From an optimization exercise on the open Yosys and OpenROAD flow, aimed at small area, a short achievable clock period and few clock cycles; shortcuts taken in it are not production practice.
In this exercise RTL edits were held to simulation tests only and were not proved equivalent to the original.

[run.sh]
#!/bin/bash
# synth_recipe.tcl (not shown) runs the flow's synth.tcl, then flattens the netlist and writes it again
# the make line also repeats each setting of config.mk as NAME=value (left out here)
make -C /OpenROAD-flow-scripts/flow DESIGN_CONFIG=/design/flow/config.mk WORK_HOME=/design/flow/orfs CLKGATE_MAP_FILE= SYNTH_SCRIPT=/design/flow/synth_recipe.tcl finish
[design.v]
package dfdi_pkg;
   localparam int FracBits = 16;
   localparam int DtBits   = 16;
   localparam logic [2:0] REG_DRAG_COEFF   = 3'd0;
   localparam logic [2:0] REG_LIFT_COEFF   = 3'd1;
   localparam logic [2:0] REG_FRONTAL_AREA = 3'd2;
   localparam logic [2:0] REG_INV_MASS     = 3'd3;
   localparam logic [2:0] REG_LIFT_PRODUCT = 3'd4;
   localparam logic [2:0] REG_WIND_X       = 3'd5;
   localparam logic [2:0] REG_WIND_Y       = 3'd6;
   localparam logic [2:0] REG_WIND_Z       = 3'd7;
   localparam logic REQ_TICK   = 1'b0;
   localparam logic REQ_LAUNCH = 1'b1;
   function automatic logic [32:0] sat50(input logic signed [49:0] v);
      logic hi_ok;
      begin
         hi_ok = (v[49:31] == {19{v[49]}});
         if (hi_ok) sat50 = {1'b0, v[31:0]};
         else if (v[49]) sat50 = {1'b1, 32'h80000000};
         else sat50 = {1'b1, 32'h7fffffff};
      end
   endfunction
   function automatic logic [32:0] sat33(input logic signed [32:0] v);
      begin
         if (v[32] == v[31]) sat33 = {1'b0, v[31:0]};
         else if (v[32]) sat33 = {1'b1, 32'h80000000};
         else sat33 = {1'b1, 32'h7fffffff};
      end
   endfunction
endpackage
module disc_flight_drag_integrator_core (
   input  logic                clock,
   input  logic                reset,
   input  logic                csr_write,
   input  logic [2:0]          csr_index,
   input  logic [31:0]         csr_data,
   input  logic                req_valid,
   output logic                req_stall,
   input  logic                req_type,
   input  logic [15:0]         req_time_step,
   input  logic signed [31:0]  req_load_pos_x,
   input  logic signed [31:0]  req_load_pos_y,
   input  logic signed [31:0]  req_load_pos_z,
   input  logic signed [31:0]  req_load_vel_x,
   input  logic signed [31:0]  req_load_vel_y,
   input  logic signed [31:0]  req_load_vel_z,
   output logic                rsp_valid,
   input  logic                rsp_stall,
   output logic signed [31:0]  rsp_out_pos_x,
   output logic signed [31:0]  rsp_out_pos_y,
   output logic signed [31:0]  rsp_out_pos_z,
   output logic signed [31:0]  rsp_out_vel_x,
   output logic signed [31:0]  rsp_out_vel_y,
   output logic signed [31:0]  rsp_out_vel_z,
   output logic                rsp_saturated
);
   localparam logic [3:0] F_IDLE = 4'd0, F_SQ0 = 4'd1, F_SQ1 = 4'd2, F_SQ2 = 4'd3,
                          F_RT = 4'd4, F_P0 = 4'd5, F_P1 = 4'd6, F_P2 = 4'd7,
                          F_P3 = 4'd8, F_P4 = 4'd9, F_P5 = 4'd10, F_P6 = 4'd11,
                          F_C0 = 4'd12, F_C1 = 4'd13, F_C2 = 4'd14, F_C3 = 4'd15;
   localparam logic [2:0] T_IDLE = 3'd0, T_Z = 3'd1, T_L = 3'd5, T_X = 3'd2,
                          T_Y = 3'd3, T_P = 3'd4;
   logic [30:0] drag_ff, lift_ff, area_ff, imass_ff;
   logic [31:0] lprod_ff;
   logic [2:0][31:0] wind_ff;
   logic        dirty_ff;
   logic [30:0] kd_ff;
   logic [31:0] lacc_ff;
   logic        csat_ff;
   logic [2:0][31:0] pos_ff, vel_ff, vnew_ff;
   logic        sat_ff, rsp_valid_ff;
   logic [3:0]  fst_ff;
   logic [15:0] dtf_ff;
   logic        flagf_ff;
   logic signed [31:0] ma_ff, mb_ff;
   logic [63:0] s2_ff;
   logic [33:0] rem_ff;
   logic [31:0] root_ff;
   logic [33:0] root3_ff;    
   logic [3:0]  rcnt_ff;
   logic        rt_first_ff;   
   logic        rskip;         
   logic [7:0]  rbits;         
   logic        ssat_ff;
   logic [31:0] ks_ff, drag_ff2, fsum_ff;
   logic [2:0]  tst_ff;
   logic        flagt_ff;
   logic [31:0] vzpre_ff;    
   logic signed [32:0] sa_ff;
   logic [15:0] sb_ff;
   logic [6:0]  scs_ff;
   logic [31:0] sc;
   logic        scsh;
   logic rsp_free, tick_ok, launch_ok, acc_tick, acc_launch, f_hold, f_pre;
   logic csr_dep;
   assign rsp_free  = !rsp_valid_ff || !rsp_stall;
   assign f_pre     = (fst_ff[3:2] == 2'b11);
   assign f_hold    = (fst_ff == F_P1) && (tst_ff != T_IDLE);
   assign tick_ok   = ((fst_ff == F_IDLE) || (fst_ff == F_P6)) && !dirty_ff;
   assign launch_ok = ((fst_ff == F_IDLE) || f_pre) && (tst_ff == T_IDLE) && rsp_free;
   assign req_stall = (req_type == dfdi_pkg::REQ_LAUNCH) ? !launch_ok : !tick_ok;
   assign acc_tick   = req_valid && (req_type == dfdi_pkg::REQ_TICK) && tick_ok;
   assign acc_launch = req_valid && (req_type == dfdi_pkg::REQ_LAUNCH) && launch_ok;
   assign csr_dep = csr_write && (csr_index <= dfdi_pkg::REG_LIFT_PRODUCT);
   logic signed [65:0] mp;
   logic signed [65:0] maddend;
   logic        add_s2_ff, add_v_ff;    
   always_comb begin
      maddend = '0;
      if (add_s2_ff) maddend = {2'b00, s2_ff};
      if (add_v_ff) maddend = 66'(mb_ff);
   end
   always_comb begin
      logic [32:0] bx;
      logic [2:0]  g;
      logic [33:0] m;
      logic [65:0] acc;
      bx = {mb_ff, 1'b0};
      acc = maddend;
      for (int i = 0; i < 16; i++) acc = acc - (66'd1 << (33 + 2*i));
      for (int i = 0; i < 16; i++) begin
         g = bx[2*i +: 3];
         case (g)
            3'b001, 3'b010: m = {{2{ma_ff[31]}}, ma_ff};
            3'b011:         m = {ma_ff[31], ma_ff, 1'b0};
            3'b100:         m = ~{ma_ff[31], ma_ff, 1'b0};
            3'b101, 3'b110: m = ~{{2{ma_ff[31]}}, ma_ff};
            default:        m = 34'd0;
         endcase
         acc = acc + (66'({~m[33], m[32:0]}) << (2*i))
                   + (66'(g[2] & ~(g[1] & g[0])) << (2*i));
      end
      mp = acc;
   end
   logic [32:0] mq;          
   logic [31:0] mclamp;      
   logic        mclamp_s;
   always_comb begin
      if (mp[65:47] == {19{mp[65]}}) mq = {1'b0, mp[47:16]};
      else if (mp[65]) mq = {1'b1, 32'h80000000};
      else mq = {1'b1, 32'h7fffffff};
      mclamp_s = (mp[63:48] != 16'd0);
      mclamp = mclamp_s ? 32'h7fffffff : {1'b0, mp[47:17]};
   end
   logic [32:0] fs;
   logic [31:0] wsel;
   always_comb begin
      case (fst_ff)
         F_P3:    wsel = wind_ff[1];
         F_P5:    wsel = wind_ff[2];
         default: wsel = wind_ff[0];
      endcase
      fs = dfdi_pkg::sat33({drag_ff2[31], drag_ff2} + {wsel[31], wsel});
   end
   logic [2:0] lzg;
   always_comb begin
      logic [31:0] m;
      logic [7:0] okxy, okz;
      m = vnew_ff[2] ^ {32{vnew_ff[2][31]}};
      okxy[0] = !s2_ff[63]; okz[0] = 1'b1;
      for (int i = 1; i < 8; i++) begin
         okxy[i] = okxy[i-1] && (s2_ff[70 - 8*i -: 8] == 8'd0);
         okz[i] = okz[i-1] && (m[34 - 4*i -: 4] == 4'd0);
      end
      lzg = 3'd0;
      for (int i = 1; i < 8; i++) if (okxy[i] && okz[i]) lzg = 3'(i);
   end
   logic [33:0] rem_nx;
   logic [31:0] root_nx;
   logic [33:0] root3_nx;
   assign rskip = rt_first_ff && (s2_ff[63:56] == 8'd0) && (rcnt_ff != 4'd1);
   assign rbits = rskip ? s2_ff[55:48] : s2_ff[63:56];
   always_comb begin
      logic [38:0] x, t1, t2, t3;
      logic [33:0] r, q3;
      logic [31:0] q;
      r = rem_ff; q = root_ff; q3 = root3_ff;
      for (int j = 0; j < 2; j++) begin
         x = {1'b0, r, rbits[7 - 4*j -: 4]};
         t1 = x - {4'd0, q, 3'b001};
         t2 = x - {3'd0, q, 4'b0100};
         t3 = x - {2'd0, q3, 3'b000} - 39'd9;
         if (!t3[38]) begin
            r = t3[33:0]; q = {q[29:0], 2'b11}; q3 = {q3[31:0], 2'b00} + 34'd9;
         end else if (!t2[38]) begin
            r = t2[33:0]; q = {q[29:0], 2'b10}; q3 = {q3[31:0], 2'b00} + 34'd6;
         end else if (!t1[38]) begin
            r = t1[33:0]; q = {q[29:0], 2'b01}; q3 = {q3[31:0], 2'b00} + 34'd3;
         end else begin
            r = x[33:0]; q = {q[29:0], 2'b00}; q3 = {q3[31:0], 2'b00};
         end
      end
      rem_nx = r; root_nx = q; root3_nx = q3;
   end
   logic signed [49:0] sp;
   always_comb begin
      logic [18:0] bx;
      logic [2:0]  g;
      logic [34:0] m;
      logic [49:0] acc;
      bx = {2'b00, sb_ff, 1'b0};
      sc = ({32{scs_ff[0]}} & vnew_ff[0]) | ({32{scs_ff[1]}} & vnew_ff[1]) |
           ({32{scs_ff[2]}} & vnew_ff[2]) | ({32{scs_ff[3]}} & vzpre_ff) |
           ({32{scs_ff[4]}} & pos_ff[0]) | ({32{scs_ff[5]}} & pos_ff[1]) |
           ({32{scs_ff[6]}} & pos_ff[2]);
      scsh = |scs_ff[6:4];
      acc = scsh ? {{1{sc[31]}}, sc, 17'd0} : {{2{sc[31]}}, sc, 16'd0};
      for (int i = 0; i < 9; i++) acc = acc - (50'd1 << (34 + 2*i));
      for (int i = 0; i < 9; i++) begin
         g = bx[2*i +: 3];
         case (g)
            3'b001, 3'b010: m = {{2{sa_ff[32]}}, sa_ff};
            3'b011:         m = {sa_ff[32], sa_ff, 1'b0};
            3'b100:         m = ~{sa_ff[32], sa_ff, 1'b0};
            3'b101, 3'b110: m = ~{{2{sa_ff[32]}}, sa_ff};
            default:        m = 35'd0;
         endcase
         acc = acc + (50'({~m[34], m[33:0]}) << (2*i))
                   + (50'(g[2] & ~(g[1] & g[0])) << (2*i));
      end
      sp = acc;
   end
   logic [32:0] sv;          
   logic [32:0] spos;        
   always_comb begin
      sv = dfdi_pkg::sat50(sp >>> 16);
      spos = dfdi_pkg::sat50(sp >>> 17);
   end
   logic [31:0] vz_now;
   assign vz_now = (tst_ff == T_L) ? sv[31:0] : vnew_ff[2];
   always_ff @(posedge clock) begin
      if (reset) begin
         drag_ff <= '0; lift_ff <= '0; area_ff <= '0; imass_ff <= 31'd65536;
         lprod_ff <= '0;
         wind_ff[0] <= '0; wind_ff[1] <= '0; wind_ff[2] <= '0;
      end else if (csr_write) begin
         case (csr_index)
            dfdi_pkg::REG_DRAG_COEFF:   drag_ff  <= csr_data[30:0];
            dfdi_pkg::REG_LIFT_COEFF:   lift_ff  <= csr_data[30:0];
            dfdi_pkg::REG_FRONTAL_AREA: area_ff  <= csr_data[30:0];
            dfdi_pkg::REG_INV_MASS:     imass_ff <= csr_data[30:0];
            dfdi_pkg::REG_LIFT_PRODUCT: lprod_ff <= csr_data;
            dfdi_pkg::REG_WIND_X:       wind_ff[0] <= csr_data;
            dfdi_pkg::REG_WIND_Y:       wind_ff[1] <= csr_data;
            dfdi_pkg::REG_WIND_Z:       wind_ff[2] <= csr_data;
            default: ;
         endcase
      end
   end
   always_ff @(posedge clock) begin
      if (reset) begin
         fst_ff <= F_IDLE;
         dirty_ff <= 1'b1;
      end else begin
         if (csr_dep) dirty_ff <= 1'b1;
         case (fst_ff)
            F_IDLE: begin
               if (acc_tick) fst_ff <= F_SQ0;
               else if (dirty_ff && !csr_dep) fst_ff <= F_C0;
            end
            F_SQ0: fst_ff <= F_SQ1;
            F_SQ1: fst_ff <= F_SQ2;
            F_SQ2: fst_ff <= F_RT;
            F_RT: if (rcnt_ff == 4'd1 || (rskip && rcnt_ff == 4'd2)) fst_ff <= F_P0;
            F_P1: if (!f_hold) fst_ff <= F_P2;
            F_P6: fst_ff <= acc_tick ? F_SQ0 : F_IDLE;
            F_C3: begin
               fst_ff <= F_IDLE;
               if (!csr_dep) dirty_ff <= 1'b0;
            end
            default: fst_ff <= fst_ff + 4'd1;
         endcase
         if (f_pre && csr_dep) fst_ff <= F_IDLE;
      end
   end
   always_ff @(posedge clock) begin
      add_s2_ff <= (fst_ff == F_SQ0) || (fst_ff == F_SQ1);
      add_v_ff <= (fst_ff == F_P0) || (fst_ff == F_P1) || (fst_ff == F_P3);
      case (fst_ff)
         F_IDLE, F_P6: begin
            if (dirty_ff) begin
               ma_ff <= {1'b0, drag_ff}; mb_ff <= {1'b0, area_ff};
            end else begin
               ma_ff <= $signed(vnew_ff[0]); mb_ff <= $signed(vnew_ff[0]);
            end
         end
         F_SQ0: begin ma_ff <= $signed(vnew_ff[1]); mb_ff <= $signed(vnew_ff[1]); end
         F_SQ1: begin ma_ff <= $signed(vz_now); mb_ff <= $signed(vz_now); end
         F_RT: begin
            ma_ff <= {1'b0, kd_ff};
            mb_ff <= ssat_ff ? 32'sh7fffffff : root_nx;
         end
         F_P0: begin ma_ff <= ~mq[31:0]; mb_ff <= vnew_ff[0]; end
         F_P1: if (!f_hold) begin ma_ff <= ~ks_ff; mb_ff <= vnew_ff[1]; end
         F_P2, F_P5: begin ma_ff <= fs[31:0]; mb_ff <= {1'b0, imass_ff}; end
         F_P3: begin ma_ff <= ~ks_ff; mb_ff <= vnew_ff[2]; end
         F_P4: begin ma_ff <= fsum_ff; mb_ff <= {1'b0, imass_ff}; end
         F_C0: begin ma_ff <= {1'b0, lift_ff}; mb_ff <= {1'b0, area_ff}; end
         F_C1: begin ma_ff <= mclamp; mb_ff <= lprod_ff; end
         F_C2: begin ma_ff <= mq[31:0]; mb_ff <= {1'b0, imass_ff}; end
         default: ;
      endcase
   end
   always_ff @(posedge clock) begin
      rt_first_ff <= (fst_ff == F_SQ2);
      if (acc_tick) dtf_ff <= req_time_step;
      case (fst_ff)
         F_SQ0, F_SQ1: s2_ff <= mp[63:0];
         F_SQ2: begin
            s2_ff <= mp[63:0] << {lzg, 3'b000};
            rcnt_ff <= 4'd8 - {1'b0, lzg};
            rem_ff <= '0; root_ff <= '0; root3_ff <= '0;
            ssat_ff <= 1'b0;
         end
         F_RT: begin
            if (rcnt_ff == 4'd8 && s2_ff[63:62] != 2'd0) ssat_ff <= 1'b1;
            rcnt_ff <= rcnt_ff - (rskip ? 4'd2 : 4'd1);
            s2_ff <= rskip ? {s2_ff[47:0], 16'd0} : {s2_ff[55:0], 8'd0};
            rem_ff <= rem_nx; root_ff <= root_nx; root3_ff <= root3_nx;
         end
         default: ;
      endcase
      case (fst_ff)
         F_P0: ks_ff <= mq[31:0];
         F_P1: if (!f_hold) drag_ff2 <= mq[31:0];
         F_P2, F_P4: drag_ff2 <= mq[31:0];
         default: ;
      endcase
      if (fst_ff == F_P3) fsum_ff <= fs[31:0];
      if (fst_ff == F_C0) kd_ff <= mclamp[30:0];
      if (fst_ff == F_C3) lacc_ff <= mq[31:0];
      case (fst_ff)
         F_C0: csat_ff <= mclamp_s;
         F_C1: csat_ff <= csat_ff | mclamp_s;
         F_C2, F_C3: csat_ff <= csat_ff | mq[32];
         default: ;
      endcase
   end
   always_ff @(posedge clock) begin
      if (acc_tick) flagf_ff <= 1'b0;
      else begin
         case (fst_ff)
            F_P0: flagf_ff <= flagf_ff | csat_ff | ssat_ff | mq[32];
            F_P1: if (!f_hold) flagf_ff <= flagf_ff | mq[32];
            F_P2: flagf_ff <= flagf_ff | mq[32] | fs[32];
            F_P3: flagf_ff <= flagf_ff | mq[32] | fs[32];
            F_P4: flagf_ff <= flagf_ff | mq[32] | sv[32];
            F_P5: flagf_ff <= flagf_ff | mq[32] | fs[32];
            default: ;
         endcase
      end
   end
   always_ff @(posedge clock) begin
      if (reset) begin
         tst_ff <= T_IDLE;
      end else begin
         case (tst_ff)
            T_IDLE: if (fst_ff == F_P6) tst_ff <= T_Z;
            T_Z: tst_ff <= T_L;
            T_L: tst_ff <= T_X;
            T_X: if (rsp_free) tst_ff <= T_Y;
            T_Y: tst_ff <= T_P;
            default: tst_ff <= T_IDLE;
         endcase
      end
   end
   always_ff @(posedge clock) begin
      if (fst_ff == F_P6) begin
         flagt_ff <= flagf_ff | mq[32] | sv[32];
      end else begin
         flagt_ff <= flagt_ff |
                     ((tst_ff == T_Z || tst_ff == T_L) ? sv[32] : 1'b0) |
                     (((tst_ff == T_X && rsp_free) || tst_ff == T_Y) ? spos[32] : 1'b0);
      end
      if (tst_ff == T_Z) vzpre_ff <= sv[31:0];
      if (fst_ff == F_P3 || fst_ff == F_P5 || fst_ff == F_P6) begin
         sa_ff <= {mq[31], mq[31:0]};
         sb_ff <= dtf_ff;
         case (fst_ff)
            F_P3:    scs_ff <= 7'b0000001;
            F_P5:    scs_ff <= 7'b0000010;
            default: scs_ff <= 7'b0000100;
         endcase
      end else begin
         case (tst_ff)
            T_Z: begin
               sa_ff <= {lacc_ff[31], lacc_ff};
               scs_ff <= 7'b0001000;
            end
            T_L: begin
               sa_ff <= {vel_ff[0][31], vel_ff[0]} + {vnew_ff[0][31], vnew_ff[0]};
               scs_ff <= 7'b0010000;
            end
            T_X: if (rsp_free) begin
               sa_ff <= {vel_ff[1][31], vel_ff[1]} + {vnew_ff[1][31], vnew_ff[1]};
               scs_ff <= 7'b0100000;
            end
            T_Y: begin
               sa_ff <= {vel_ff[2][31], vel_ff[2]} + {vzpre_ff[31], vzpre_ff};
               scs_ff <= 7'b1000000;
            end
            default: ;
         endcase
      end
   end
   always_ff @(posedge clock) begin
      if (reset) begin
         rsp_valid_ff <= 1'b0;
         for (int i = 0; i < 3; i++) begin
            pos_ff[i] <= '0;
            vel_ff[i] <= '0;
            vnew_ff[i] <= '0;
         end
      end else begin
         if (acc_launch || tst_ff == T_P) rsp_valid_ff <= 1'b1;
         else if (!rsp_stall) rsp_valid_ff <= 1'b0;
         if (acc_launch) begin
            pos_ff[0] <= req_load_pos_x; pos_ff[1] <= req_load_pos_y;
            pos_ff[2] <= req_load_pos_z;
            vel_ff[0] <= req_load_vel_x; vel_ff[1] <= req_load_vel_y;
            vel_ff[2] <= req_load_vel_z;
            vnew_ff[0] <= req_load_vel_x; vnew_ff[1] <= req_load_vel_y;
            vnew_ff[2] <= req_load_vel_z;
         end
         if (fst_ff == F_P4) vnew_ff[0] <= sv[31:0];
         if (fst_ff == F_P6) vnew_ff[1] <= sv[31:0];
         if (tst_ff == T_L) vnew_ff[2] <= sv[31:0];
         if (tst_ff == T_X && rsp_free) pos_ff[0] <= spos[31:0];
         if (tst_ff == T_Y) pos_ff[1] <= spos[31:0];
         if (tst_ff == T_P) begin
            pos_ff[2] <= spos[31:0];
            vel_ff[0] <= vnew_ff[0]; vel_ff[1] <= vnew_ff[1]; vel_ff[2] <= vnew_ff[2];
         end
      end
   end
   always_ff @(posedge clock) begin
      if (reset) sat_ff <= 1'b0;
      else if (acc_launch) sat_ff <= 1'b0;
      else if (tst_ff == T_P) sat_ff <= flagt_ff | spos[32];
   end
   assign rsp_valid = rsp_valid_ff;
   assign rsp_out_pos_x = pos_ff[0];
   assign rsp_out_pos_y = pos_ff[1];
   assign rsp_out_pos_z = pos_ff[2];
   assign rsp_out_vel_x = vel_ff[0];
   assign rsp_out_vel_y = vel_ff[1];
   assign rsp_out_vel_z = vel_ff[2];
   assign rsp_saturated = sat_ff;
endmodule
[config.mk]
export PLATFORM = sky130hd
export DESIGN_NAME = disc_flight_drag_integrator_core
export DESIGN_NICKNAME = disc_flight_drag_integrator_core
export VERILOG_FILES = /design/flow/design.v
export SDC_FILE = /design/flow/constraint.sdc
export NUM_CORES = 4
export LEC_CHECK = 0
export ABC_AREA = 1
export CAP_MARGIN = 35
export CORE_MARGIN = 2
export CORE_UTILIZATION = 40
export PLACE_DENSITY = 0.6
export SETUP_SLACK_MARGIN = 2.5
export SLEW_MARGIN = 20
[constraint.sdc]
create_clock -name core_clock -period 12.0 [get_ports {clock}]
set_input_delay 2.4000 -clock core_clock [delete_from_list [all_inputs] [get_ports {clock}]]
set_output_delay 2.4000 -clock core_clock [all_outputs]
set_load 0.01 [all_outputs]
==> flow_metrics.env, run 1 <==
export IMPL_holdBufCountCts=0
export IMPL_syn_to_final_growth_pct=13.5
export IMPL_synth_flop_cell="dfxtp_1"
export IMPL_crit_slowest_cell="nand3b_1"
export IMPL_skew_ns=0.0971
export IMPL_htreeDepth=4
export IMPL_cts_root_buf="clkbuf_16"
export IMPL_setup_slack_ns=2.36
export IMPL_seq_area_frac_synth_pct=22.1
export IMPL_pre_cts_ws_ns=1.19
export IMPL_finalSetupViolations=0
export IMPL_finalSetupTns_ns=0
export IMPL_cp_data_arrival_time_ns=9.99
export IMPL_nets=18300
export IMPL_syn_instance_count=16400
export IMPL_cpPeakStageDelay_ns=0.75
export IMPL_yosysTopAreaCell="fa_1"
export IMPL_port_buffers=443
export IMPL_drive_gt1_share_pct=7.20
export IMPL_synth_top_area_share_pct=13.0
export IMPL_crit_type="reg2reg"
export IMPL_core_area_sq_um=294000
export IMPL_vias=133000
export IMPL_crit_top_cell="nand2_1"
export IMPL_start_kind="flop"
export IMPL_clock_sinks=1051
export IMPL_die_area_sq_um=299000
export IMPL_syn_area_sq_um=118000
export IMPL_clock_latency_ns=0.89
export IMPL_hold_path_class="reg2reg"
export IMPL_cts_tree="done"
export IMPL_avgRoutedWirePerCell_microns=33.8
export IMPL_synth_nets=18200
export IMPL_top_level_ports=444
export IMPL_place_area_sq_um=127000
export IMPL_place_hpwl_mm=544
export IMPL_crit_family="compound AO/OA/AOI/OAI gates"
export IMPL_overflow=0
export IMPL_grt_pass1_vias=120000
export IMPL_cts_buffer_depth=4
export IMPL_timing_final_max_slew_violations=0
export IMPL_end_kind="flop"
export IMPL_synthArstFlopShare_pct=0
export IMPL_cts_made_buffers=143
export IMPL_critPathRequiredTime_ns=12.34
export IMPL_dieHeight_microns=547
export IMPL_final_area_sq_um=134000
export IMPL_slew_limit_headroom_pct=25.3
export IMPL_grt_pass1_wl_mm=957
export IMPL_rows=199
export IMPL_drv_cap=0
export IMPL_grt_start_max_net_pins=128
export IMPL_post_route_drc_count=0
export IMPL_period_needed_ns=9.64
export IMPL_synth_edf_count=496
export IMPL_ant_nets=0
export IMPL_ys_top_cells_by_area="fa_1, edfxtp_1, nand2_1"
export IMPL_rsz0062_at_grt="no"
export IMPL_fin_crit_sh_pct=80.4
export IMPL_synthDistinctLibCells=75
export IMPL_via_per_inst=6.45
export IMPL_status="complete, no violations"
export IMPL_finalHoldViolations=0
export IMPL_antenna_found_initial=66
export IMPL_gp_congestion=1.11
export IMPL_path_max_fanout=21
export IMPL_avgSynthCellArea_sq_um=7.17
export IMPL_cts_clk_slew_worst_paths_ns=0.07
export IMPL_die_x_microns=547
export IMPL_start_util_pct=40.2
export IMPL_grt_total_usage_pct=44.8
export IMPL_fill_cells=29900
export IMPL_ys_ff_latch=1051
export IMPL_clock_fmax_mhz=104
export IMPL_yosys_warnings=1
export IMPL_tightest_slew_ns=1.12
export IMPL_wirelength_mm=696
export IMPL_cp_num_buf_inv=6
export IMPL_drtIter0Drc=22600
export IMPL_firstDrtPassIters=9
## routing by layer
| metal | global-route usage, % | part of all wire, % | vias to the layer above |
|---|---|---|---|
| met4 | 29.6 | 8.4 | 60 |
| met1 | 58.1 | 38 | 63300 |
| met5 | 0.823 | 0.10 | - |
| li1 | - | - | 56500 |
| met3 | 17.0 | 15 | 2147 |
| met2 | 61.2 | 39 | 10600 |
## per-stage QoR
| stage | instances | hold slack (ns) | util (%) |
|---|---|---|---|
| 6_report | 20600 | 0.409 | 45.6 |
| 5_1_grt | 20500 | 0.417 | 45.6 |
| 2_1_floorplan | 16400 | 0.400 | - |
| 3_3_place_gp | 20100 | 0.402 | 43.1 |
| 4_1_cts | 20500 | 0.412 | 45.1 |
| 3_5_place_dp | 20200 | 0.405 | 43.4 |
## registers in the layout, summed over array words and instances, names as in the netlist, 32 cells and up
signal and cells:
wind_ff 96, s2_ff 64, vel_ff 96, rem_ff 34
lprod_ff 32, mb_ff 32, ks_ff 32, vzpre_ff 32
root3_ff 33, root_ff 32, pos_ff 96, fsum_ff 32
lacc_ff 32, sa_ff 33, ma_ff 32, vnew_ff 96
drag_ff2 32
## layout by cell type, fill, tap and decap left out, types with 147 or more instances in the layout
cell type and count:
ha_1 761, buf_4 488, o221ai_1 203, a21oi_1 936, o21ai_0 1191, a22oi_1 147
dfxtp_1 554, a221oi_1 612, nand3_1 533, nand2_1 3243, o22ai_1 495, fa_1 759
nor2_1 1601, a31oi_1 250, inv_1 2013, edfxtp_1 496, xor2_1 250, clkdlybuf4s50_1 442
## layout make-up
type                            count  area, sq um  area share [%]
Multi-Input combinational cell  12200        80700            60.3
Sequential cell                  1051        26000            19.4
Timing Repair inverter              5         32.5          0.0243
Timing Repair Buffer             1036         9550            7.14
Clock inverter                     53          549           0.410
Tap cell                         3919         4900            3.66
Antenna cell                       34         85.1          0.0636
Clock buffer                      198         3960            2.96
Inverter                         2096         8010            5.99
## path summary, 6_finish.rpt
| path | startpoint | endpoint | slack, ns | cells past startpoint |
|---|---|---|---|---|
| setup / recovery | scs_ff[0] | mb_ff[15] | 2.36 | 33 |
| hold / removal | dtf_ff[15] | sb_ff[15] | 0.41 | 0 |
| setup reg to reg | scs_ff[0] | mb_ff[15] | 2.36 | 33 |
| hold reg to reg | dtf_ff[15] | sb_ff[15] | 0.41 | 0 |
## what timing repair did
item	in CTS	in global routing
pin swaps	3	10
gates cloned	6	3
resized for setup	64	172
endpoints found under the setup margin	195	232
hold endpoints to repair	0	0
setup buffers	28	58
## worst register-to-register path, delay by kind of cell, from the launching register on
family / cells / cell delay, ns
flip-flops: 1 / 0.45
AND/OR/NAND/NOR: 12 / 2.52
buffers and inverters: 6 / 0.99
adder cells (fa/ha/maj): 6 / 2.34
AO/OA/AOI/OAI: 9 / 2.80
## cells by family (layout without fill, tap and decap cells)
group / count (synthesis) / in the layout / share of synthesized area (%)
AO/OA/AOI/OAI: 4399 / 4399 / 23.6
XOR/XNOR: 355 / 355 / 2.64
adder cells (fa/ha/maj): 1531 / 1531 / 21.1
buffers and inverters: 3215 / 3388 / 10.4
flip-flops: 1051 / 1051 / 22.1
multiplexers: 2 / 2 / 0.0170
other: 0 / 34 / 0
AND/OR/NAND/NOR: 5887 / 5891 / 20.1
## synthesized netlist by cell type (49+ instances only)
master and number:
a21o_1 49, o221ai_1 204, nand3_1 542, o21ai_0 1212
xor2_1 252, a21oi_1 952, nor3_1 110, edfxtp_1 496
a221oi_1 644, o22ai_1 495, o2111ai_1 53, nand2_1 3270
a31oi_1 256, o211ai_1 130, nand4_1 108, xnor2_1 103
buf_1 98, fa_1 765, dfxtp_1 555, ha_1 766
clkbuf_1 946, a22oi_1 148, nor2_1 1672, inv_1 2049
Testbench counts, summed over its fixed seeds: cycles 14,754.
==> inputs of run 2 (changes only) <==
--- a/config.mk
+++ b/config.mk
@@ -10,5 +10,5 @@
 export CORE_MARGIN = 2
 export CORE_UTILIZATION = 40
 export PLACE_DENSITY = 0.6
-export SETUP_SLACK_MARGIN = 2.5
+export SETUP_SLACK_MARGIN = 3.25
 export SLEW_MARGIN = 20
==> flow_metrics.env, run 2 <==
export IMPL_grt_start_max_net_pins=128
export IMPL_grt_total_usage_pct=45.1
export IMPL_ys_top_cells_by_count="nand2_1, inv_1, nor2_1"
export IMPL_layout_commonest_cell="nand2_1"
export IMPL_status="complete, no violations"
export IMPL_crit_slowest_cell="dfxtp_1"
export IMPL_pre_cts_ws_ns=1.19
export IMPL_avgRoutedWirePerCell_microns=34.0
export IMPL_crit_top_cell="nand2_1"
export IMPL_cts_root_buf="clkbuf_16"
export IMPL_vias=135000
export IMPL_firstDrtPassIters=9
export IMPL_overflow=0
export IMPL_port_buffers=443
export IMPL_cts_made_buffers=143
export IMPL_synth_edf_count=496
export IMPL_syn_area_sq_um=118000
export IMPL_synthDistinctLibCells=75
export IMPL_path_max_fanout=14
export IMPL_die_area_sq_um=299000
export IMPL_place_hpwl_mm=544
export IMPL_finalSetupTns_ns=0
export IMPL_cpPeakStageDelay_ns=0.62
export IMPL_clock_fmax_mhz=112
export IMPL_syn_to_final_growth_pct=17.8
export IMPL_dieHeight_microns=547
export IMPL_drv_cap=0
export IMPL_nets=18500
export IMPL_fill_cells=29500
export IMPL_die_x_microns=547
export IMPL_htreeDepth=4
export IMPL_ys_ff_latch=1051
export IMPL_synth_top_area_share_pct=13.0
export IMPL_finalSetupViolations=0
export IMPL_timing_final_max_slew_violations=0
export IMPL_grt_pass1_vias=121000
export IMPL_place_area_sq_um=127000
export IMPL_start_kind="flop"
export IMPL_drtIter0Drc=22400
export IMPL_slew_limit_headroom_pct=22.8
export IMPL_wirelength_mm=706
export IMPL_skew_ns=0.103
export IMPL_finalHoldViolations=0
export IMPL_clock_sinks=1051
export IMPL_grt_pass1_wl_mm=963
export IMPL_drive_gt1_share_pct=11.2
export IMPL_cts_buffer_depth=4
export IMPL_rsz0062_at_grt="yes"
export IMPL_synthArstFlopShare_pct=0
export IMPL_ant_nets=0
export IMPL_via_per_inst=6.48
export IMPL_tightest_slew_ns=1.16
export IMPL_final_area_sq_um=139000
export IMPL_cts_tree="done"
export IMPL_synth_most_common_cell="nand2_1"
export IMPL_setup_slack_ns=3.04
export IMPL_finalCoreUtilization_pct=47.3
export IMPL_post_route_drc_count=0
export IMPL_ys_top_cells_by_area="fa_1, edfxtp_1, nand2_1"
export IMPL_holdBufCountCts=0
export IMPL_rows=199
export IMPL_clock_latency_ns=0.88
export IMPL_synth_flop_cell="dfxtp_1"
export IMPL_yosysTopAreaCell="fa_1"
export IMPL_gp_congestion=1.11
export IMPL_yosys_warnings=1
export IMPL_synth_nets=18200
export IMPL_top_level_ports=444
export IMPL_antenna_found_initial=71
export IMPL_crit_type="reg2reg"
export IMPL_critPathRequiredTime_ns=12.59
export IMPL_hold_path_class="reg2reg"
export IMPL_avgSynthCellArea_sq_um=7.17
export IMPL_fin_crit_sh_pct=74.7
export IMPL_start_util_pct=40.2
export IMPL_period_needed_ns=8.96
export IMPL_cts_clk_slew_worst_paths_ns=0.07
export IMPL_syn_instance_count=16400
export IMPL_end_kind="flop"
export IMPL_seq_area_frac_synth_pct=22.1
export IMPL_core_area_sq_um=294000
export IMPL_final_cell_mix="nand2_1, inv_1, nor2_1"
export IMPL_cp_data_arrival_time_ns=9.56
[run 2: cell counts after synthesis]
Identical to the previous run, type by type.
[run 2: cells by family after synthesis]
logic type,count (synthesis),synth area share (%)
simple gates,5887,20.1
compound gates,4399,23.6
buf+inv,3215,10.4
fa+ha+maj,1531,21.1
flops,1051,22.1
xor+xnor,355,2.64
mux,2,0.0170
[run 2: final timing paths]
check	to	cells past startpoint	startpoint	slack, ns
min	sb_ff[15]	0	dtf_ff[15]	0.41
min reg2reg	sb_ff[15]	0	dtf_ff[15]	0.41
max reg2reg	ma_ff[25]	35	vnew_ff[58]	3.04
max	ma_ff[25]	35	vnew_ff[58]	3.04
[run 2: area by class of cell]
| cell class | count | area (sq um) | share of cell area [%] |
|---|---|---|---|
| clock inverters | 53 | 549 | 0.395 |
| clock buffers | 198 | 3960 | 2.85 |
| flip-flops and latches | 1051 | 26000 | 18.7 |
| repair buffers | 1219 | 11700 | 8.40 |
| inverters | 2096 | 8150 | 5.87 |
| well taps | 3919 | 4900 | 3.53 |
| repair inverters | 12 | 86.3 | 0.0622 |
| multi-input cells | 12200 | 83500 | 60.1 |
| diodes | 45 | 113 | 0.0811 |
[run 2: repair_timing]
action / 4_1_cts / 5_1_grt
endpoints found under the setup margin: 490 / 299
resized for setup: 314 / 737
pin swaps: 22 / 111
setup buffers: 113 / 154
gates cloned: 15 / 12
[run 2: through the flow]
step           hold slack (ns)  instances
3_5_place_dp             0.405      20200
6_report                 0.408      20800
5_1_grt                  0.417      20700
4_1_cts                  0.412      20600
3_3_place_gp             0.402      20100
2_1_floorplan            0.400      16400
[run 2: metal layers]
| metal | track usage (%) | part of all wire [%] |
|---|---|---|
| met2 | 61.6 | 39 |
| met4 | 29.3 | 8.6 |
| met3 | 18.3 | 15 |
| met5 | 0 | 0.084 |
| met1 | 58.1 | 37 |
[run 2: critical path, delay by kind of cell (launching register included)]
kind	cells	cell delay, ns
compound gates	9	1.92
fa+ha+maj	6	2.57
buf+inv	5	1.19
flops	1	0.62
simple gates	15	2.36
==> inputs of run 3 (changes only) <==
--- a/config.mk
+++ b/config.mk
@@ -8,7 +8,7 @@
 export ABC_AREA = 1
 export CAP_MARGIN = 35
 export CORE_MARGIN = 2
-export CORE_UTILIZATION = 40
-export PLACE_DENSITY = 0.6
-export SETUP_SLACK_MARGIN = 3.25
+export CORE_UTILIZATION = 50
+export PLACE_DENSITY = 0.65
+export SETUP_SLACK_MARGIN = 2.5
 export SLEW_MARGIN = 20
==> flow_metrics.env, run 3 <==
export IMPL_status="complete, no violations"
export IMPL_crit_type="reg2reg"
export IMPL_via_per_inst=6.93
export IMPL_synthArstFlopShare_pct=0
export IMPL_grt_total_usage_pct=56.5
export IMPL_nets=18300
export IMPL_cts_clk_slew_worst_paths_ns=0.08
export IMPL_htreeDepth=3
export IMPL_final_cell_mix="nand2_1, inv_1, nor2_1"
export IMPL_multi_input_area_sq_um=80900
export IMPL_die_area_sq_um=240000
export IMPL_dieHeight_microns=490
export IMPL_port_buffers=443
export IMPL_cpPeakStageDelay_ns=0.84
export IMPL_core_area_sq_um=235000
export IMPL_finalSetupTns_ns=0
export IMPL_synth_top_area_share_pct=13.0
export IMPL_end_kind="flop"
export IMPL_start_kind="flop"
export IMPL_fin_crit_sh_pct=79.7
export IMPL_slew_limit_headroom_pct=12.7
export IMPL_synth_flop_cell="dfxtp_1"
export IMPL_post_route_drc_count=0
export IMPL_yosys_warnings=1
export IMPL_overflow=0
export IMPL_rsz0062_at_grt="yes"
export IMPL_hold_path_class="reg2reg"
export IMPL_die_x_microns=490
export IMPL_fill_cells=22500
export IMPL_clock_sinks=1051
export IMPL_finalHoldViolations=0
export IMPL_yosysTopAreaCell="fa_1"
export IMPL_drive_gt1_share_pct=7.48
export IMPL_ant_nets=0
export IMPL_cts_made_buffers=112
export IMPL_grt_start_max_net_pins=102
export IMPL_seq_area_frac_synth_pct=22.1
export IMPL_top_level_ports=444
export IMPL_gp_congestion=1.17
export IMPL_syn_instance_count=16400
export IMPL_crit_slowest_cell="nand4_1"
export IMPL_clock_latency_ns=0.88
export IMPL_rows=178
export IMPL_synth_most_common_cell="nand2_1"
export IMPL_ys_ff_latch=1051
export IMPL_cts_root_buf="clkbuf_16"
export IMPL_ys_top_cells_by_area="fa_1, edfxtp_1, nand2_1"
export IMPL_path_max_fanout=19
export IMPL_grt_pass1_wl_mm=953
export IMPL_skew_ns=0.110
export IMPL_drv_cap=0
export IMPL_critPathRequiredTime_ns=12.24
export IMPL_crit_top_cell="fa_1"
export IMPL_layout_commonest_cell="nand2_1"
export IMPL_synthDistinctLibCells=75
export IMPL_cts_tree="done"
export IMPL_synth_edf_count=496
export IMPL_place_hpwl_mm=550
export IMPL_vias=137000
export IMPL_antenna_found_initial=81
export IMPL_syn_to_final_growth_pct=12.7
export IMPL_avgSynthCellArea_sq_um=7.17
export IMPL_firstDrtPassIters=17
export IMPL_period_needed_ns=9.56
export IMPL_syn_area_sq_um=118000
export IMPL_ys_top_cells_by_count="nand2_1, inv_1, nor2_1"
export IMPL_cts_buffer_depth=3
export IMPL_clock_fmax_mhz=105
export IMPL_wirelength_mm=704
export IMPL_avgRoutedWirePerCell_microns=35.5
export IMPL_finalSetupViolations=0
export IMPL_seq_area_sq_um=26000
export IMPL_tightest_slew_ns=1.31
export IMPL_synth_nets=18200
export IMPL_drtIter0Drc=26700
export IMPL_timing_final_max_slew_violations=0
export IMPL_cp_data_arrival_time_ns=9.80
export IMPL_start_util_pct=50.2
export IMPL_grt_pass1_vias=122000
-- run 3: cell counts after synthesis --
Identical to the previous run, type by type.
-- run 3: per-layer routing --
metal	global-route usage [%]	up-vias	routed length [microns]	share of wire (%)
met5	2.13	-	899	0.13
met4	42.1	62	69500	9.9
met3	31.5	3175	132000	19
met2	72.7	13000	258000	37
met1	69.0	64600	243000	35
li1	-	56600	-	-
-- run 3: final cells by class --
cell class              count  share of cell area (%)
repair buffers           1079                    7.35
multi-input cells       12200                    60.9
diodes                     67                   0.126
flip-flops and latches   1051                    19.6
well taps                3150                    2.97
clock buffers             159                    2.51
clock inverters            54                   0.486
inverters                2096                    6.06
repair inverters            9                  0.0490
-- run 3: kinds of logic after synthesis --
family                     share of synthesized area (%)
muxes                                             0.0170
AOI/OAI and AO/OA                                   23.6
buffers and inverters                               10.4
adders and majority gates                           21.1
DFF                                                 22.1
and+or+nand+nor                                     20.1
xor gates and xnor gates                            2.64
-- run 3: stage by stage --
step	setup slack, ns	util [%]	std cells	hold WS [ns]	area (sq um)
2_1_floorplan	4.53	-	16400	0.400	118000
5_1_grt	2.38	56.5	19800	0.496	133000
3_3_place_gp	0.384	53.4	19300	0.444	126000
6_report	2.44	56.6	19800	0.453	133000
3_5_place_dp	0.919	53.7	19400	0.444	126000
4_1_cts	2.50	55.7	19700	0.461	131000
-- run 3: worst paths after layout --
check,endpoint,slack [ns],cells past startpoint,from
worst min register to register,vel_ff[8],0.45,2,vnew_ff[8]
worst max register to register,mb_ff[7],2.44,30,vnew_ff[5]
worst max-delay path,mb_ff[7],2.44,30,vnew_ff[5]
worst min-delay path,vel_ff[8],0.45,2,vnew_ff[8]
-- run 3: timing repair --
| action | CTS | global route |
|---|---|---|
| gates cloned | 7 | 4 |
| hold buffers | 0 | 0 |
| resized for setup | 90 | 177 |
| setup buffers | 28 | 76 |
| pin swaps | 10 | 15 |
| endpoints found under the setup margin | 346 | 260 |
-- run 3: critical path: cells and delay by family, from the launching register on --
kind	cells	cell delay (ns)
compound gates	10	2.62
fa+ha+maj	6	2.73
buf+inv	5	0.93
flops	1	0.45
simple gates	9	2.12
==> inputs of run 4 (changes only) <==
--- a/design.v
+++ b/design.v
@@ -58,8 +58,8 @@
                           F_RT = 4'd4, F_P0 = 4'd5, F_P1 = 4'd6, F_P2 = 4'd7,
                           F_P3 = 4'd8, F_P4 = 4'd9, F_P5 = 4'd10, F_P6 = 4'd11,
                           F_C0 = 4'd12, F_C1 = 4'd13, F_C2 = 4'd14, F_C3 = 4'd15;
-   localparam logic [2:0] T_IDLE = 3'd0, T_Z = 3'd1, T_L = 3'd5, T_X = 3'd2,
-                          T_Y = 3'd3, T_P = 3'd4;
+   localparam logic [2:0] T_IDLE = 3'd0, T_Z = 3'd1, T_L = 3'd5, T_PZ = 3'd2,
+                          T_PX = 3'd3, T_PY = 3'd4;
    logic [30:0] drag_ff, lift_ff, area_ff, imass_ff;
    logic [31:0] lprod_ff;
    logic [2:0][31:0] wind_ff;
@@ -85,10 +85,9 @@
    logic [31:0] ks_ff, drag_ff2, fsum_ff;
    logic [2:0]  tst_ff;
    logic        flagt_ff;
-   logic [31:0] vzpre_ff;    
    logic signed [32:0] sa_ff;
    logic [15:0] sb_ff;
-   logic [6:0]  scs_ff;
+   logic [5:0]  scs_ff;
    logic [31:0] sc;
    logic        scsh;
    logic rsp_free, tick_ok, launch_ok, acc_tick, acc_launch, f_hold, f_pre;
@@ -200,10 +199,10 @@
       logic [49:0] acc;
       bx = {2'b00, sb_ff, 1'b0};
       sc = ({32{scs_ff[0]}} & vnew_ff[0]) | ({32{scs_ff[1]}} & vnew_ff[1]) |
-           ({32{scs_ff[2]}} & vnew_ff[2]) | ({32{scs_ff[3]}} & vzpre_ff) |
-           ({32{scs_ff[4]}} & pos_ff[0]) | ({32{scs_ff[5]}} & pos_ff[1]) |
-           ({32{scs_ff[6]}} & pos_ff[2]);
-      scsh = |scs_ff[6:4];
+           ({32{scs_ff[2]}} & vnew_ff[2]) |
+           ({32{scs_ff[3]}} & pos_ff[0]) | ({32{scs_ff[4]}} & pos_ff[1]) |
+           ({32{scs_ff[5]}} & pos_ff[2]);
+      scsh = |scs_ff[5:3];
       acc = scsh ? {{1{sc[31]}}, sc, 17'd0} : {{2{sc[31]}}, sc, 16'd0};
       for (int i = 0; i < 9; i++) acc = acc - (50'd1 << (34 + 2*i));
       for (int i = 0; i < 9; i++) begin
@@ -357,9 +356,9 @@
          case (tst_ff)
             T_IDLE: if (fst_ff == F_P6) tst_ff <= T_Z;
             T_Z: tst_ff <= T_L;
-            T_L: tst_ff <= T_X;
-            T_X: if (rsp_free) tst_ff <= T_Y;
-            T_Y: tst_ff <= T_P;
+            T_L: tst_ff <= T_PZ;
+            T_PZ: if (rsp_free) tst_ff <= T_PX;
+            T_PX: tst_ff <= T_PY;
             default: tst_ff <= T_IDLE;
          endcase
       end
@@ -370,34 +369,33 @@
       end else begin
          flagt_ff <= flagt_ff |
                      ((tst_ff == T_Z || tst_ff == T_L) ? sv[32] : 1'b0) |
-                     (((tst_ff == T_X && rsp_free) || tst_ff == T_Y) ? spos[32] : 1'b0);
+                     (((tst_ff == T_PZ && rsp_free) || tst_ff == T_PX) ? spos[32] : 1'b0);
       end
-      if (tst_ff == T_Z) vzpre_ff <= sv[31:0];
       if (fst_ff == F_P3 || fst_ff == F_P5 || fst_ff == F_P6) begin
          sa_ff <= {mq[31], mq[31:0]};
          sb_ff <= dtf_ff;
          case (fst_ff)
-            F_P3:    scs_ff <= 7'b0000001;
-            F_P5:    scs_ff <= 7'b0000010;
-            default: scs_ff <= 7'b0000100;
+            F_P3:    scs_ff <= 6'b000001;
+            F_P5:    scs_ff <= 6'b000010;
+            default: scs_ff <= 6'b000100;
          endcase
       end else begin
          case (tst_ff)
             T_Z: begin
                sa_ff <= {lacc_ff[31], lacc_ff};
-               scs_ff <= 7'b0001000;
+               scs_ff <= 6'b000100;
             end
             T_L: begin
+               sa_ff <= {vel_ff[2][31], vel_ff[2]} + {vnew_ff[2][31], vnew_ff[2]};
+               scs_ff <= 6'b100000;
+            end
+            T_PZ: if (rsp_free) begin
                sa_ff <= {vel_ff[0][31], vel_ff[0]} + {vnew_ff[0][31], vnew_ff[0]};
-               scs_ff <= 7'b0010000;
+               scs_ff <= 6'b001000;
             end
-            T_X: if (rsp_free) begin
+            T_PX: begin
                sa_ff <= {vel_ff[1][31], vel_ff[1]} + {vnew_ff[1][31], vnew_ff[1]};
-               scs_ff <= 7'b0100000;
-            end
-            T_Y: begin
-               sa_ff <= {vel_ff[2][31], vel_ff[2]} + {vzpre_ff[31], vzpre_ff};
-               scs_ff <= 7'b1000000;
+               scs_ff <= 6'b010000;
             end
             default: ;
          endcase
@@ -412,7 +410,7 @@
             vnew_ff[i] <= '0;
          end
       end else begin
-         if (acc_launch || tst_ff == T_P) rsp_valid_ff <= 1'b1;
+         if (acc_launch || tst_ff == T_PY) rsp_valid_ff <= 1'b1;
          else if (!rsp_stall) rsp_valid_ff <= 1'b0;
          if (acc_launch) begin
             pos_ff[0] <= req_load_pos_x; pos_ff[1] <= req_load_pos_y;
@@ -424,11 +422,11 @@
          end
          if (fst_ff == F_P4) vnew_ff[0] <= sv[31:0];
          if (fst_ff == F_P6) vnew_ff[1] <= sv[31:0];
-         if (tst_ff == T_L) vnew_ff[2] <= sv[31:0];
-         if (tst_ff == T_X && rsp_free) pos_ff[0] <= spos[31:0];
-         if (tst_ff == T_Y) pos_ff[1] <= spos[31:0];
-         if (tst_ff == T_P) begin
-            pos_ff[2] <= spos[31:0];
+         if (tst_ff == T_Z || tst_ff == T_L) vnew_ff[2] <= sv[31:0];
+         if (tst_ff == T_PZ && rsp_free) pos_ff[2] <= spos[31:0];
+         if (tst_ff == T_PX) pos_ff[0] <= spos[31:0];
+         if (tst_ff == T_PY) begin
+            pos_ff[1] <= spos[31:0];
             vel_ff[0] <= vnew_ff[0]; vel_ff[1] <= vnew_ff[1]; vel_ff[2] <= vnew_ff[2];
          end
       end
@@ -436,7 +434,7 @@
    always_ff @(posedge clock) begin
       if (reset) sat_ff <= 1'b0;
       else if (acc_launch) sat_ff <= 1'b0;
-      else if (tst_ff == T_P) sat_ff <= flagt_ff | spos[32];
+      else if (tst_ff == T_PY) sat_ff <= flagt_ff | spos[32];
    end
    assign rsp_valid = rsp_valid_ff;
    assign rsp_out_pos_x = pos_ff[0];
--- a/config.mk
+++ b/config.mk
@@ -8,7 +8,7 @@
 export ABC_AREA = 1
 export CAP_MARGIN = 35
 export CORE_MARGIN = 2
-export CORE_UTILIZATION = 50
-export PLACE_DENSITY = 0.65
-export SETUP_SLACK_MARGIN = 2.5
+export CORE_UTILIZATION = 40
+export PLACE_DENSITY = 0.6
+export SETUP_SLACK_MARGIN = 3.25
 export SLEW_MARGIN = 20
==> flow_metrics.env, run 4 <==
export IMPL_status="complete, no violations"
export IMPL_grt_total_usage_pct=45.5
export IMPL_top_level_ports=444
export IMPL_cts_made_buffers=119
export IMPL_fill_cells=29900
export IMPL_rows=198
export IMPL_syn_to_final_growth_pct=16.2
export IMPL_overflow=0
export IMPL_cts_tree="done"
export IMPL_wirelength_mm=697
export IMPL_vias=134000
export IMPL_r2r_end="s2_ff[58]"
export IMPL_slew_limit_headroom_pct=26.8
export IMPL_reg2reg_depth=27
export IMPL_gp_congestion=1.14
export IMPL_cp_num_buf_inv=6
export IMPL_path_max_fanout=29
export IMPL_fin_crit_sh_pct=74.5
export IMPL_die_area_sq_um=296000
export IMPL_die_x_microns=544
export IMPL_final_area_sq_um=135000
export IMPL_synthDistinctLibCells=73
export IMPL_place_hpwl_mm=541
export IMPL_grt_start_max_net_pins=99
export IMPL_hold_start="lift_ff[3]"
export IMPL_clock_sinks=1018
export IMPL_crit_top_cell="fa_1"
export IMPL_synth_nets=18000
export IMPL_layout_commonest_cell="nand2_1"
export IMPL_avgSynthCellArea_sq_um=7.17
export IMPL_synth_top_area_share_pct=13.1
export IMPL_hold_path_end="lift_ff[3]"
export IMPL_ys_top_cells_by_area="fa_1, edfxtp_1, nand2_1"
export IMPL_clock_fmax_mhz=112
export IMPL_via_per_inst=6.53
export IMPL_rsz0062_at_grt="yes"
export IMPL_yosys_warnings=1
export IMPL_start_util_pct=40.1
export IMPL_hold_path_class="reg2reg"
export IMPL_synth_flop_cell="dfxtp_1"
export IMPL_port_buffers=443
export IMPL_r2r_slack_ns=3.06
export IMPL_drive_gt1_share_pct=10.0
export IMPL_critPathRequiredTime_ns=12.55
export IMPL_yosysTopAreaCell="fa_1"
export IMPL_min_path_cells=2
export IMPL_grt_pass1_wl_mm=954
export IMPL_avgRoutedWirePerCell_microns=34.1
export IMPL_ant_nets=0
export IMPL_drv_cap=0
export IMPL_cts_clk_slew_worst_paths_ns=0.07
export IMPL_dieHeight_microns=544
export IMPL_final_cell_mix="nand2_1, inv_1, nor2_1"
export IMPL_timing_final_max_slew_violations=0
export IMPL_cts_buffer_depth=3
export IMPL_drtIter0Drc=22600
export IMPL_seq_area_frac_synth_pct=21.5
export IMPL_cp_data_arrival_time_ns=9.49
export IMPL_ys_top_cells_by_count="nand2_1, inv_1, nor2_1"
export IMPL_finalHoldViolations=0
export IMPL_holdBufCountCts=0
export IMPL_firstDrtPassIters=9
export IMPL_post_route_drc_count=0
export IMPL_crit_type="reg2reg"
export IMPL_skew_ns=0.124
export IMPL_cpPeakStageDelay_ns=0.68
export IMPL_core_area_sq_um=290000
export IMPL_nets=18200
export IMPL_antenna_found_initial=78
export IMPL_ys_ff_latch=1018
export IMPL_place_area_sq_um=126000
export IMPL_cts_root_buf="clkbuf_16"
export IMPL_crit_family="adder cells"
export IMPL_crit_slowest_cell="o21ai_0"
export IMPL_clock_latency_ns=0.88
export IMPL_htreeDepth=3
export IMPL_grt_pass1_vias=120000
export IMPL_syn_area_sq_um=116000
export IMPL_period_needed_ns=8.94
export IMPL_finalSetupViolations=0
export IMPL_finalSetupTns_ns=0
export IMPL_synth_edf_count=463
export IMPL_tightest_slew_ns=1.09
export IMPL_synth_most_common_cell="nand2_1"
export IMPL_syn_instance_count=16300
export IMPL_start_kind="flop"
export IMPL_end_kind="flop"
export IMPL_synthArstFlopShare_pct=0
export IMPL_reg2reg_from="add_v_ff"
[run 4: cell count changes after synthesis, sizes merged, moves of 39 or more]
cell    change
nand3      -50
o221ai     +55
nand2     -121
nor2       +59
a21oi      +44
inv       -107
o211ai     -39
[run 4: timing repair]
action                                 in CTS  in global routing
endpoints found under the hold margin       0                  0
setup endpoints to repair                 409                377
pin swaps                                  18                 57
cloned                                      9                  4
buffers inserted                           69                 89
gates resized for setup                   254                576
[run 4: worst max path at each step]
stage | start | end | slack [ns] | cells after the start
global route | s2_ff[62] | root3_ff[7] | 3.19 | 39
global placement | mb_ff[25] | ma_ff[18] | 1.49 | 40
finish | add_v_ff | s2_ff[58] | 3.06 | 27
floorplan | mb_ff[27] | ma_ff[26] | 4.45 | 40
CTS | mb_ff[18] | ma_ff[14] | 3.19 | 40
detailed placement | mb_ff[25] | ma_ff[18] | 1.55 | 40
[run 4: kinds of logic (layout without fill, tap and decap cells)]
kind of cell | Yosys count | after routing | share of synthesized area [%]
AOI/OAI and AO/OA | 4475 | 4475 | 24.3
DFF | 1018 | 1018 | 21.5
adders and majority gates | 1531 | 1531 | 21.4
xor gates and xnor gates | 353 | 353 | 2.66
other | 0 | 37 | 0
buffers and inverters | 3115 | 3351 | 10.3
and+or+nand+nor | 5759 | 5767 | 19.9
[run 4: worst min-delay path, stage by stage, from the launching register on]
cell	delay (ns)
dfxtp_1	0.30
inv_1	0.06
a21oi_1	0.05
[run 4: cell type report]
type / instances / area (sq um) / share of cell area [%]
Antenna cell: 37 / 92.6 / 0.0684
Timing Repair Buffer: 1136 / 10700 / 7.94
Tap cell: 3900 / 4880 / 3.60
Multi-Input combinational cell: 12100 / 82700 / 61.1
Clock buffer: 158 / 3380 / 2.50
Inverter: 1986 / 7630 / 5.64
Sequential cell: 1018 / 25000 / 18.5
Clock inverter: 69 / 951 / 0.702
Timing Repair inverter: 2 / 15.0 / 0.0111
[run 4: through the flow]
step	utilization, %	setup WS, ns	hold WS, ns	std cells
floorplan	-	4.45	0.400	16300
global placement	43.1	1.49	0.441	19900
detailed placement	43.4	1.55	0.444	20000
CTS	45.4	3.19	0.460	20300
global route	46.6	3.19	0.478	20400
finish	46.6	3.06	0.461	20400
[run 4: per-layer routing]
metal / global-route usage, % / vias to the layer above / share of wire (%)
met5: 1.90 / - / 0.23
met2: 62.4 / 10800 / 39
met3: 20.0 / 2250 / 16
li1: - / 56200 / -
met4: 27.0 / 86 / 7.7
met1: 58.1 / 64200 / 37
Testbench counts of run 4, summed over its fixed seeds: cycles 14,754.
==> inputs of run 5 (changes only) <==
--- a/config.mk
+++ b/config.mk
@@ -8,7 +8,7 @@
 export ABC_AREA = 1
 export CAP_MARGIN = 35
 export CORE_MARGIN = 2
-export CORE_UTILIZATION = 40
+export CORE_UTILIZATION = 45
 export PLACE_DENSITY = 0.6
 export SETUP_SLACK_MARGIN = 3.25
 export SLEW_MARGIN = 20
==> flow_metrics.env, run 5 <==
export IMPL_status="complete, no violations"
export IMPL_ys_top_cells_by_area="fa_1, edfxtp_1, nand2_1"
export IMPL_core_area_sq_um=257000
export IMPL_cts_clk_slew_worst_paths_ns=0.07
export IMPL_synth_nets=18000
export IMPL_clock_latency_ns=0.90
export IMPL_yosys_warnings=1
export IMPL_synthDistinctLibCells=73
export IMPL_instances_no_fill=20000
export IMPL_ys_ff_latch=1018
export IMPL_syn_to_final_growth_pct=16.1
export IMPL_drive_gt1_share_pct=10.7
export IMPL_start_kind="flop"
export IMPL_crit_slowest_cell="a221oi_1"
export IMPL_nets=18200
export IMPL_synthArstFlopShare_pct=0
export IMPL_avgRoutedWirePerCell_microns=35.4
export IMPL_layout_commonest_cell="nand2_1"
export IMPL_cp_num_buf_inv=4
export IMPL_post_place_cells=19500
export IMPL_drtIter0Drc=22500
export IMPL_place_hpwl_mm=550
export IMPL_synth_most_common_cell="nand2_1"
export IMPL_htreeDepth=3
export IMPL_synth_edf_count=463
export IMPL_rows=186
export IMPL_fin_crit_sh_pct=73.5
export IMPL_syn_area_sq_um=116000
export IMPL_seq_area_frac_synth_pct=21.5
export IMPL_final_cell_mix="nand2_1, inv_1, nor2_1"
export IMPL_synth_top_area_share_pct=13.1
export IMPL_grt_pass1_vias=122000
export IMPL_finalSetupViolations=0
export IMPL_syn_instance_count=16300
export IMPL_clock_fmax_mhz=113
export IMPL_cts_made_buffers=113
export IMPL_die_x_microns=513
export IMPL_fill_cells=26100
export IMPL_crit_top_cell="nand2_1"
export IMPL_tightest_slew_ns=1.28
export IMPL_hold_path_class="reg2reg"
export IMPL_top_level_ports=444
export IMPL_cp_data_arrival_time_ns=9.49
export IMPL_port_buffers=443
export IMPL_via_per_inst=6.74
export IMPL_gp_congestion=1.13
export IMPL_avgSynthCellArea_sq_um=7.17
export IMPL_antenna_found_initial=51
export IMPL_grt_pass1_wl_mm=970
export IMPL_drv_cap=0
export IMPL_period_needed_ns=8.82
export IMPL_finalSetupTns_ns=0
export IMPL_finalHoldViolations=0
export IMPL_path_max_fanout=12
export IMPL_die_area_sq_um=263000
export IMPL_critPathRequiredTime_ns=12.67
export IMPL_cts_root_buf="clkbuf_16"
export IMPL_synth_flop_cell="dfxtp_1"
export IMPL_ant_nets=0
export IMPL_dieHeight_microns=513
export IMPL_skew_ns=0.105
export IMPL_post_route_drc_count=0
export IMPL_yosysTopAreaCell="fa_1"
export IMPL_grt_start_max_net_pins=143
export IMPL_rsz0062_at_grt="yes"
export IMPL_overflow=0
export IMPL_cts_tree="done"
export IMPL_crit_family="compound AO/OA/AOI/OAI gates"
export IMPL_grt_total_usage_pct=52.0
export IMPL_slew_limit_headroom_pct=14.8
export IMPL_start_util_pct=45.3
export IMPL_clock_sinks=1018
export IMPL_firstDrtPassIters=11
export IMPL_cts_buffer_depth=3
export IMPL_crit_type="reg2reg"
export IMPL_ys_top_cells_by_count="nand2_1, inv_1, nor2_1"
export IMPL_wirelength_mm=709
export IMPL_end_kind="flop"
export IMPL_timing_final_max_slew_violations=0
export IMPL_vias=135000
export IMPL_cpPeakStageDelay_ns=1.12
-- run 5: cell counts after synthesis --
No cell type changed its count.
-- run 5: path summary, 6_finish.rpt --
check / start / endpoint / slack (ns) / depth (start not counted)
min: dtf_ff[3] / sb_ff[3] / 0.42 / 0
max reg2reg: scs_ff[0] / mb_ff[30] / 3.18 / 29
min reg2reg: dtf_ff[3] / sb_ff[3] / 0.42 / 0
max: scs_ff[0] / mb_ff[30] / 3.18 / 29
-- run 5: timing repair --
item                                    in CTS  in global routing
hold buffers                                 0                  0
gates resized for setup                    298                561
endpoints found under the setup margin     497                386
buffers inserted                           110                112
cloned                                       6                  6
pin swaps                                   16                 85
-- run 5: cell families (layout without fill, tap and decap cells) --
family	Yosys count	count (layout)	synth area share (%)
AO/OA/AOI/OAI	4475	4475	24.3
XOR/XNOR	353	353	2.66
adder cells (fa/ha/maj)	1531	1531	21.4
buffers and inverters	3115	3424	10.3
flip-flops	1018	1018	21.5
other	0	62	0
AND/OR/NAND/NOR	5759	5764	19.9
-- run 5: metal layers --
layer	GRT usage, %	wire length, microns
met5	1.10	617
met1	66.0	260000
met2	70.3	271000
met4	36.2	64900
met3	22.0	112000
-- run 5: final cells by class --
| type | instances | area, sq um | area share (%) |
|---|---|---|---|
| Multi-Input combinational cell | 12100 | 82800 | 61.3 |
| Sequential cell | 1018 | 25000 | 18.5 |
| Timing Repair Buffer | 1223 | 11400 | 8.44 |
| Inverter | 1986 | 7650 | 5.66 |
| Tap cell | 3384 | 4230 | 3.13 |
| Clock buffer | 156 | 3200 | 2.37 |
| Clock inverter | 55 | 688 | 0.509 |
| Antenna cell | 62 | 155 | 0.115 |
| Timing Repair inverter | 4 | 27.5 | 0.0204 |
-- run 5: stage by stage --
stage	utilization [%]	worst slack (ns)	instance area (sq um)	hold slack (ns)
6_report	52.6	3.18	135000	0.420
5_1_grt	52.5	3.16	135000	0.424
4_1_cts	51.2	3.22	132000	0.418
3_5_place_dp	48.8	1.31	126000	0.405
3_3_place_gp	48.5	1.14	125000	0.401
2_1_floorplan	-	4.45	116000	0.400
-- run 5: worst reg2reg max path, delay by kind of cell (launching register included) --
family	cells	cell delay, ns
AND/OR/NAND/NOR	9	1.23
AO/OA/AOI/OAI	10	3.81
flip-flops	1	0.49
adder cells (fa/ha/maj)	6	2.45
buffers and inverters	4	0.70

-- port drivers added, routing unchanged --
The results above use ideal ports. As a check the final layouts listed here were re-extracted and re-timed, cells and wires unchanged.
Step 1 (the two cells are an assumption about what drives the block):
set clk [get_ports {clock}]
set_driving_cell -lib_cell sky130_fd_sc_hd__clkbuf_16 $clk
set_driving_cell -lib_cell sky130_fd_sc_hd__buf_2 [delete_from_list [all_inputs] $clk]
Step 2 moves the port delays by t, midway between the first and last clock arrival at a register: inputs arrive t later, outputs are due t later. That takes back most of the time a late clock gives input paths.
Slacks: ideal / step 1 / step 2; pairs: ideal / step 1.
run | t, ns | setup slack, ns | worst setup path after step 2 | slew at the worst register clock pin (ns) | worst slew at a driven data input, ns
run 1 | 0.940 | 2.356 / 2.356 / 2.356 | register to register | 0.07 / 0.07 | 0.23
run 2 | 0.943 | 3.035 / 3.035 / 3.035 | register to register | 0.07 / 0.07 | 0.21
run 3 | 0.933 | 2.440 / 2.440 / 2.440 | register to register | 0.08 / 0.08 | 0.12
run 4 | 0.932 | 3.062 / 3.062 / 3.062 | register to register | 0.09 / 0.09 | 0.21
run 5 | 0.950 | 3.182 / 3.182 / 3.182 | register to register | 0.08 / 0.08 | 0.14
After both steps every run listed still meets setup and hold.
